Source: an optimization exercise on an open RTL-to-GDS flow (aim: small area, a short achievable clock period and few clock cycles per item). Production flows keep margins and buffers that such runs may drop.
Only simulation tests tie the RTL to the original design; equivalence was not proved.
Power is estimated from default activity; no workload was simulated.

<file path="design/flow/run.sh">
#!/bin/bash
# synth_recipe.tcl (not shown) runs the flow's synth.tcl, then flattens the netlist and writes it again
# the make line also repeats each setting of config.mk as NAME=value (left out here)
make -C /OpenROAD-flow-scripts/flow DESIGN_CONFIG=/design/flow/config.mk WORK_HOME=/design/flow/orfs CLKGATE_MAP_FILE= SYNTH_SCRIPT=/design/flow/synth_recipe.tcl finish
</file>
<file path="design/flow/config.mk">
export PLATFORM = sky130hd
export DESIGN_NAME = mesm6_alu
export DESIGN_NICKNAME = mesm6_alu
export VERILOG_FILES = /design/flow/design.v
export SDC_FILE = /design/flow/constraint.sdc
export NUM_CORES = 4
export LEC_CHECK = 0
export CAP_MARGIN = 20
export CORE_MARGIN = 2
export CORE_UTILIZATION = 40
export SLEW_MARGIN = 20
</file>
<file path="design/flow/constraint.sdc">
create_clock -name core_clock -period 7.5 [get_ports {clk}]
set_input_delay 1.5000 -clock core_clock [delete_from_list [all_inputs] [get_ports {clk}]]
set_output_delay 1.5000 -clock core_clock [all_outputs]
set_load 0.01 [all_outputs]
</file>
<file path="design/flow/design.v">
module alu_sequencer (
    input  logic        clk,
    input  logic        rst_n,
    input  logic [3:0]  op,
    input  logic        wy,
    input  logic [47:0] a,
    input  logic [47:0] b,
    output logic [47:0] acc,
    output logic [47:0] y,
    output logic        done,
    output logic [1:0]  count_mode,
    output logic        cnt_start,
    input  logic [47:0] cnt_result,
    input  logic [47:0] cnt_y_res,
    input  logic        cnt_done,
    output logic        shf_start,
    input  logic [47:0] shf_result,
    input  logic [47:0] shf_y_res,
    input  logic        shf_done,
    output logic        bit_start,
    input  logic [47:0] bit_result,
    input  logic [47:0] bit_y_res,
    input  logic        bit_done,
    output logic        bitfield_unpack
);
    localparam logic [3:0] OP_NOP    = 4'd0;
    localparam logic [3:0] OP_YTA    = 4'd1;
    localparam logic [3:0] OP_AND    = 4'd2;
    localparam logic [3:0] OP_OR     = 4'd3;
    localparam logic [3:0] OP_XOR    = 4'd4;
    localparam logic [3:0] OP_ARX    = 4'd5;
    localparam logic [3:0] OP_ACX    = 4'd6;
    localparam logic [3:0] OP_ANX    = 4'd7;
    localparam logic [3:0] OP_SHIFT  = 4'd8;
    localparam logic [3:0] OP_PACK   = 4'd9;
    localparam logic [3:0] OP_UNPACK = 4'd10;
    localparam logic [1:0] ARX = 2'd0;
    localparam logic [1:0] ACX = 2'd1;
    localparam logic [1:0] ANX = 2'd2;
    localparam logic [1:0] S_IDLE     = 2'd0;
    localparam logic [1:0] S_WAIT     = 2'd1;
    localparam logic [1:0] S_FINISHED = 2'd2;
    logic [1:0]  state;
    logic        is_count;
    logic        is_shift;
    logic        is_field;
    logic        unit_done;
    logic [47:0] unit_result;
    logic [47:0] unit_y;
    assign is_count = (op == OP_ARX) || (op == OP_ACX) || (op == OP_ANX);
    assign is_shift = (op == OP_SHIFT);
    assign is_field = (op == OP_PACK) || (op == OP_UNPACK);
    assign cnt_start = (state == S_IDLE) && is_count;
    assign shf_start = (state == S_IDLE) && is_shift;
    assign bit_start = (state == S_IDLE) && is_field;
    assign bitfield_unpack = (op == OP_UNPACK);
    always_comb begin
        case (op)
            OP_ACX:  count_mode = ACX;
            OP_ANX:  count_mode = ANX;
            default: count_mode = ARX;
        endcase
    end
    always_comb begin
        if (is_count) begin
            unit_done   = cnt_done;
            unit_result = cnt_result;
            unit_y      = cnt_y_res;
        end else if (is_shift) begin
            unit_done   = shf_done;
            unit_result = shf_result;
            unit_y      = shf_y_res;
        end else begin
            unit_done   = bit_done;
            unit_result = bit_result;
            unit_y      = bit_y_res;
        end
    end
    always_ff @(posedge clk or negedge rst_n) begin
        if (!rst_n) begin
            state <= S_IDLE;
            acc   <= '0;
            y     <= '0;
            done  <= 1'b0;
        end else if (op == OP_NOP) begin
            state <= S_IDLE;
            done  <= 1'b0;
            if (wy) begin
                y <= a;
            end
        end else begin
            case (state)
                S_IDLE: begin
                    case (op)
                        OP_YTA: begin
                            acc   <= y;
                            done  <= 1'b1;
                            state <= S_FINISHED;
                        end
                        OP_AND: begin
                            acc   <= a & b;
                            y     <= '0;
                            done  <= 1'b1;
                            state <= S_FINISHED;
                        end
                        OP_OR: begin
                            acc   <= a | b;
                            y     <= '0;
                            done  <= 1'b1;
                            state <= S_FINISHED;
                        end
                        OP_XOR: begin
                            acc   <= a ^ b;
                            y     <= a;
                            done  <= 1'b1;
                            state <= S_FINISHED;
                        end
                        default: begin
                            if (is_count || is_shift || is_field) begin
                                state <= S_WAIT;
                            end
                        end
                    endcase
                end
                S_WAIT: begin
                    if (unit_done) begin
                        acc   <= unit_result;
                        y     <= unit_y;
                        done  <= 1'b1;
                        state <= S_FINISHED;
                    end
                end
                default: begin
                end
            endcase
        end
    end
endmodule
module alu_count_add (
    input  logic        clk,
    input  logic        rst_n,
    input  logic [1:0]  mode,
    input  logic        start,
    input  logic [47:0] a,
    input  logic [47:0] b,
    output logic [47:0] result,
    output logic [47:0] y_res,
    output logic        done
);
    localparam int WORD_WIDTH = 48;
    localparam logic [1:0] ARX = 2'd0;
    localparam logic [1:0] ACX = 2'd1;
    localparam logic [1:0] ANX = 2'd2;
    localparam logic [1:0] S_IDLE      = 2'd0;
    localparam logic [1:0] S_ADD_B     = 2'd1;
    localparam logic [1:0] S_ADD_CARRY = 2'd2;
    logic [1:0]          state;
    logic [WORD_WIDTH:0] sum_q;
    logic [47:0]         b_q;
    logic [47:0]         y_q;
    logic [5:0]          ones;
    logic [5:0]          lzc;
    function automatic logic [5:0] count_ones(logic [47:0] w);
        logic [5:0] n;
        n = '0;
        for (int i = 0; i < WORD_WIDTH; i++) begin
            n = n + {5'd0, w[i]};
        end
        count_ones = n;
    endfunction
    function automatic logic [5:0] count_lz(logic [47:0] w);
        logic [5:0] n;
        n = 6'(WORD_WIDTH);
        for (int i = 0; i < WORD_WIDTH; i++) begin
            if (w[i]) begin
                n = 6'(WORD_WIDTH - 1 - i);
            end
        end
        count_lz = n;
    endfunction
    assign ones = count_ones(a);
    assign lzc  = count_lz(a);
    always_ff @(posedge clk or negedge rst_n) begin
        if (!rst_n) begin
            state <= S_IDLE;
        end else begin
            case (state)
                S_IDLE: begin
                    if (start) begin
                        state <= (mode == ARX) ? S_ADD_CARRY : S_ADD_B;
                    end
                end
                S_ADD_B:     state <= S_ADD_CARRY;
                default:     state <= S_IDLE;
            endcase
        end
    end
    always_ff @(posedge clk) begin
        if (state == S_IDLE && start) begin
            b_q <= b;
            case (mode)
                ACX: begin
                    sum_q <= {1'b0, 42'd0, ones};
                    y_q   <= '0;
                end
                ANX: begin
                    sum_q <= (a == '0) ? '0 : {1'b0, 42'd0, lzc + 6'd1};
                    y_q   <= a << lzc;
                end
                default: begin
                    sum_q <= {1'b0, a} + {1'b0, b};
                    y_q   <= '0;
                end
            endcase
        end else if (state == S_ADD_B) begin
            sum_q <= {1'b0, sum_q[WORD_WIDTH-1:0]} + {1'b0, b_q};
        end
    end
    assign result = sum_q[WORD_WIDTH-1:0] + {47'd0, sum_q[WORD_WIDTH]};
    assign y_res  = y_q;
    assign done   = (state == S_ADD_CARRY);
endmodule
module alu_shifter (
    input  logic        clk,
    input  logic        rst_n,
    input  logic        start,
    input  logic [47:0] a,
    input  logic [47:0] b,
    output logic [47:0] result,
    output logic [47:0] y_res,
    output logic        done
);
    localparam int         SHIFT_CODE_LSB = 41;
    localparam logic [6:0] SHIFT_ZERO     = 7'd64;
    localparam logic [2:0] SHIFT_STEP     = 3'd4;
    localparam logic S_IDLE  = 1'b0;
    localparam logic S_SHIFT = 1'b1;
    logic        state;
    logic [47:0] hi;
    logic [47:0] lo;
    logic [6:0]  code;
    logic        at_zero;
    logic        go_right;
    logic [2:0]  step;
    assign at_zero  = (code == SHIFT_ZERO);
    assign go_right = (code > SHIFT_ZERO);
    always_comb begin
        if (code[1:0] == 2'd0) begin
            step = SHIFT_STEP;
        end else if (go_right) begin
            step = {1'b0, code[1:0]};
        end else begin
            step = SHIFT_STEP - {1'b0, code[1:0]};
        end
    end
    always_ff @(posedge clk or negedge rst_n) begin
        if (!rst_n) begin
            state <= S_IDLE;
        end else if (state == S_IDLE) begin
            if (start) begin
                state <= S_SHIFT;
            end
        end else if (at_zero) begin
            state <= S_IDLE;
        end
    end
    always_ff @(posedge clk) begin
        if (state == S_IDLE) begin
            if (start) begin
                hi   <= a;
                lo   <= '0;
                code <= b[47:SHIFT_CODE_LSB];
            end
        end else if (!at_zero) begin
            if (go_right) begin
                {hi, lo} <= {hi, lo} >> step;
                code     <= code - {4'd0, step};
            end else begin
                {lo, hi} <= {lo, hi} << step;
                code     <= code + {4'd0, step};
            end
        end
    end
    assign done   = (state == S_SHIFT) && at_zero;
    assign result = hi;
    assign y_res  = lo;
endmodule
module alu_bitfield (
    input  logic        clk,
    input  logic        rst_n,
    input  logic        unpack,
    input  logic        start,
    input  logic [47:0] a,
    input  logic [47:0] b,
    output logic [47:0] result,
    output logic [47:0] y_res,
    output logic        done
);
    localparam int WORD_WIDTH = 48;
    localparam logic [1:0] S_IDLE   = 2'd0;
    localparam logic [1:0] S_PACK   = 2'd1;
    localparam logic [1:0] S_UNPACK = 2'd2;
    logic [1:0]  state;
    logic [47:0] acc_q;
    logic [47:0] src_q;
    logic [47:0] mask_q;
    logic [5:0]  steps;
    logic        finish;
    assign finish = ((state == S_PACK) && (mask_q == '0)) ||
                    ((state == S_UNPACK) && (steps == '0));
    always_ff @(posedge clk or negedge rst_n) begin
        if (!rst_n) begin
            state <= S_IDLE;
        end else if (state == S_IDLE) begin
            if (start) begin
                state <= unpack ? S_UNPACK : S_PACK;
            end
        end else if (finish) begin
            state <= S_IDLE;
        end
    end
    always_ff @(posedge clk) begin
        if (state == S_IDLE) begin
            if (start) begin
                acc_q  <= '0;
                src_q  <= a;
                mask_q <= b;
                steps  <= 6'(WORD_WIDTH);
            end
        end else if (!finish) begin
            if (state == S_PACK) begin
                if (mask_q[0]) begin
                    acc_q <= {src_q[0], acc_q[WORD_WIDTH-1:1]};
                end
                mask_q <= mask_q >> 1;
                src_q  <= src_q >> 1;
            end else begin
                acc_q  <= {acc_q[WORD_WIDTH-2:0], src_q[WORD_WIDTH-1] & mask_q[WORD_WIDTH-1]};
                mask_q <= mask_q << 1;
                steps  <= steps - 6'd1;
                if (mask_q[WORD_WIDTH-1]) begin
                    src_q <= src_q << 1;
                end
            end
        end
    end
    assign done   = finish;
    assign result = acc_q;
    assign y_res  = '0;
endmodule
module mesm6_alu (
    input  logic        clk,
    input  logic        rst_n,
    input  logic [3:0]  op,
    input  logic        wy,
    input  logic [47:0] a,
    input  logic [47:0] b,
    output logic [47:0] acc,
    output logic [47:0] y,
    output logic        done
);
    logic [1:0]  count_mode;
    logic        bitfield_unpack;
    logic        cnt_start, shf_start, bit_start;
    logic [47:0] cnt_result, shf_result, bit_result;
    logic [47:0] cnt_y_res, shf_y_res, bit_y_res;
    logic        cnt_done, shf_done, bit_done;
    alu_sequencer u_sequencer (
        .clk             (clk),
        .rst_n           (rst_n),
        .op              (op),
        .wy              (wy),
        .a               (a),
        .b               (b),
        .acc             (acc),
        .y               (y),
        .done            (done),
        .count_mode      (count_mode),
        .cnt_start       (cnt_start),
        .cnt_result      (cnt_result),
        .cnt_y_res       (cnt_y_res),
        .cnt_done        (cnt_done),
        .shf_start       (shf_start),
        .shf_result      (shf_result),
        .shf_y_res       (shf_y_res),
        .shf_done        (shf_done),
        .bit_start       (bit_start),
        .bit_result      (bit_result),
        .bit_y_res       (bit_y_res),
        .bit_done        (bit_done),
        .bitfield_unpack (bitfield_unpack)
    );
    alu_count_add u_count_add (
        .clk    (clk),
        .rst_n  (rst_n),
        .mode   (count_mode),
        .start  (cnt_start),
        .a      (a),
        .b      (b),
        .result (cnt_result),
        .y_res  (cnt_y_res),
        .done   (cnt_done)
    );
    alu_shifter u_shifter (
        .clk    (clk),
        .rst_n  (rst_n),
        .start  (shf_start),
        .a      (a),
        .b      (b),
        .result (shf_result),
        .y_res  (shf_y_res),
        .done   (shf_done)
    );
    alu_bitfield u_bitfield (
        .clk    (clk),
        .rst_n  (rst_n),
        .unpack (bitfield_unpack),
        .start  (bit_start),
        .a      (a),
        .b      (b),
        .result (bit_result),
        .y_res  (bit_y_res),
        .done   (bit_done)
    );
endmodule
</file>
==> notes.md <==
logic make-up (layout without fill, tap and decap cells):
group                      Yosys count  after routing  synth area share
buffers and inverters              537            619           0.05521
xor gates and xnor gates           147            147           0.03199
DFF                                502            502            0.3616
AOI/OAI and AO/OA                 1361           1361            0.2132
muxes                              279            279           0.07255
other                                0              4                 0
and+or+nand+nor                   1756           1756            0.1919
adders and majority gates          212            212           0.07355
metrics by stage:
stage | hold slack, ps | instance area (µm²) | util | TNS, ps
after floorplan | 440.7 | 40250 | - | 0
after global placement | 461.8 | 43500 | 0.4356 | -997.9
after detailed placement | 467.4 | 43500 | 0.4356 | -1209
after CTS | 485.8 | 45570 | 0.4564 | 0
after global routing | 514.7 | 45600 | 0.4567 | 0
final | 478.2 | 45610 | 0.4567 | 0
worst max-delay path: stages:
cell and delay [ps]:
clkdlybuf4s50_1 490, inv_1 60, ha_1 340, inv_1 100, fa_1 470, fa_1 570, fa_1 460, fa_1 500
fa_1 530, fa_1 560, fa_1 440, fa_1 420, fa_1 400, inv_1 60, a21o_1 110, a21oi_1 70
xnor2_1 130, a221oi_1 330, o31ai_1 120
worst paths after layout:
| check | from | endpoint | slack (ps) | cells after the start |
|---|---|---|---|---|
| max | a[1] | u_count_add.sum_q[4] | 280 | 19 |
| min | u_sequencer.acc[33] | u_sequencer.acc[33] | 480 | 2 |
| max reg2reg | u_shifter.code[0] | u_shifter.hi[23] | 2100 | 13 |
| min reg2reg | u_sequencer.acc[33] | u_sequencer.acc[33] | 480 | 2 |
| max in group asynchronous | rst_n | u_bitfield.state[1] | 5100 | 2 |
| min in group asynchronous | rst_n | u_sequencer.acc[14] | 810 | 1 |
registers in the layout, summed over array words and instances (netlist names):
register and count:
u_sequencer.acc 48, u_count_add.b_q 48, u_count_add.y_q 48, u_bitfield.mask_q 48, u_count_add.sum_q 49, u_sequencer.y 48
u_bitfield.steps 6, u_count_add.state 2, u_shifter.code 7, u_bitfield.state 2, u_sequencer.state 2, u_sequencer.done 1
u_shifter.state 1, u_bitfield.src_q 48, u_shifter.lo 48, u_bitfield.acc_q 48, u_shifter.hi 48
synthesized netlist by cell type (38+ instances only):
| master | number |
|---|---|
| nor2_1 | 556 |
| a22oi_1 | 98 |
| ha_1 | 171 |
| xnor2_1 | 80 |
| xor2_1 | 67 |
| a211oi_1 | 83 |
| edfxtp_1 | 398 |
| mux2i_1 | 256 |
| clkbuf_1 | 258 |
| a21oi_1 | 281 |
| o21a_1 | 39 |
| o21ai_0 | 472 |
| inv_1 | 169 |
| a21o_1 | 44 |
| fa_1 | 41 |
| buf_2 | 39 |
| o211ai_1 | 67 |
| o2111ai_1 | 38 |
| nand2_1 | 585 |
| nor3_1 | 281 |
| buf_1 | 40 |
| dfrtp_1 | 104 |
| nand2b_1 | 45 |
| nand3_1 | 107 |
report_power, final:
group | switching, mW | internal, mW | total, mW | leakage, nW
clock network | 1.33 | 1.79 | 3.11 | 1.00
registers | 1.21 | 4.37 | 5.58 | 4.96
logic | 6.26 | 3.62 | 9.88 | 10.9
total | 8.79 | 9.78 | 18.6 | 16.9
cell type report:
cell class / count / area, µm² / share of cell area
multi-input combinational: 3755 / 23620 / 0.5179
sequential: 502 / 14570 / 0.3194
timing repair buffer: 334 / 3073 / 0.06738
clock buffer: 95 / 1839 / 0.04033
tap: 1298 / 1624 / 0.03561
inverter: 170 / 646.9 / 0.01418
clock inverter: 20 / 229.0 / 0.005020
antenna: 4 / 10.01 / 0.0002195
metal layers:
layer / routed length [µm] / GRT usage / vias to the layer above
met4: 8906 / 0.1455 / 10
met3: 18220 / 0.06215 / 411
met5: 64 / 0 / -
met1: 72630 / 0.4617 / 18990
met2: 71860 / 0.4746 / 2357
li1: - / - / 17480
==> impl_metrics.csv <==
group,metric,value,unit
die,die_y,321.2,µm
global_routing,grt_pass1_vias,36130,
logic_synthesis,seq_area_frac_synth,0.3616,
cells_and_area,final_cells,6178,
drt,firstDrtPassIters,8,
die,io_pins,200,
logic_synthesis,synth-seq-cells,502,
drt,dr_total_vias,39240,
drt,ant_nets,0,
logic_synthesis,synth.distinct_cells,101,
power_and_ir_drop,irDropWorstVdd,0.3349,mV
worst_setup_path,arrival,7660,ps
drt,postRouteWirelength,171.7,mm
placement,dp_hpwl,128.9,mm
sta,setup_slack,282.1,ps
logic_synthesis,synth_edf_count,398,
clock_network,hold_buffers,0,
cells_and_area,layout_common_cells,"nand2_1 (584), nor2_1 (549), o21ai_0 (470)",
sta,relSlewSlack,0.1992,
drt,drt_iter0_drc,5417,
die,core-area,0.09986,mm²
cells_and_area,drive_gt1_frac,0.06706,
global_routing,grt_pass1_wl,248.1,mm
drt,via_per_inst,6.352,
drt,drcViolationCount,0,
logic_synthesis,synth_flop_cell,"edfxtp_1",
sta,setup_viol_count_final,0,
worst_setup_path,cp.required,7940,ps
clock_network,cts.htree.levels,2,
placement,portBuffers,199,
global_routing,grt.overflow.total,0,
global_routing,grt_start_max_net_pins,121,
cells_and_area,fin_nets,5139,
power_and_ir_drop,fin_total_pwr,18.57,mW
die,start_util,0.4031,
sta,min_period,7218,ps
logic_synthesis,synth_top_cell_by_area,"edfxtp_1",
clock_network,cts_sinks,502,
die,die_w,321.2,µm
clock_network,clk_latency,710,ps
placement,dp_slack,-420.6,ps
sta,period_share,0.9624,
sta,hold_viol_final,0,
logic_synthesis,postSynthAreaPerCell,8.396,µm²
logic_synthesis,synthArstFlopShare,0.2072,
clock_network,cts_setup_buffers,0,
drt,wl_per_cell,27.79,µm
worst_setup_path,start_kind,"input port",
clock_network,cts_tree,"yes",
outcome,status,"timing/DRC/antenna clean",
logic_synthesis,postSynthCellCount,4794,
power_and_ir_drop,p_per_area,407.2,mW/mm²
placement,placed_cells,6058,
logic_synthesis,synth_top_area_share,0.2969,
clock_network,cts_inserted_buffers,61,
sta,tightest_slew,1189,ps
sta,fin_skew,53.90,ps
min_path,hold_class,"reg -> reg",
worst_setup_path,end_kind,"flop",
global_routing,antenna_found_initial,10,
cells_and_area,syn2layout_area_growth,13.31,%
die,dieArea,0.1032,mm²
logic_synthesis,yosys_warnings,4,
logic_synthesis,syn_nets,5109,
worst_setup_path,critPathKind,"in -> reg",
power_and_ir_drop,total_leakage_power,16.89,nW
worst_setup_path,crit_fanout,2,
clock_network,cts.reportedPaths.clkPinSlew,60,ps
clock_network,clockBufferDepth,3,
cells_and_area,n_fill_cell,9903,
logic_synthesis,synthTopCellsByArea,"edfxtp_1 (30%), dfrtp_1 (6.5%), mux2i_1 (6.4%), o21ai_0 (5.9%), nand2_1 (5.5%)",
sta,max_freq,138.5,MHz
job,cap_viol_max_count,0,
cells_and_area,mostFrequentLayoutCell,"nand2_1",
die,fp-row-count,116,
sta,grt_setup_unrepaired,"no",
logic_synthesis,synth_area,0.04025,mm²
global_routing,grt_usage,0.3241,
sta,drv_slew,0,
clock_network,cts_root_buf,"clkbuf_16",
placement,globalplace.congestion,1.021,
clock_network,cts.repair.resized,0,
Testbench counts, summed over its fixed seeds: cycles 87,625, ops 4,800.

static timing again, ports no longer ideal:
The results above use ideal ports. As a check the final layout listed here was re-extracted and re-timed, cells and wires unchanged.
Step 1, drivers: a clkbuf_16 drives clk and a buf_2 each remaining input, both assumed.
Step 2 adds t to the input delays and takes it off the output delays; t is the mean of the earliest and latest rising clock arrival at the registers after step 1. Input paths then give back, and output paths get back, about the clock's delay inside the block.
a / b / c = no drivers / after step 1 / after step 2; a / b = the first two.
t, ns: 0.753
setup slack, ns: 0.282 / 0.283 / -0.470
worst setup path at the end: input to register
clock arrival spread, ns: 0.058 / 0.058
Met with ideal ports but missed after step 2: setup timing in this run. The setup slack of this run moves by +0.001 ns with the drivers and by -0.752 ns with both steps.
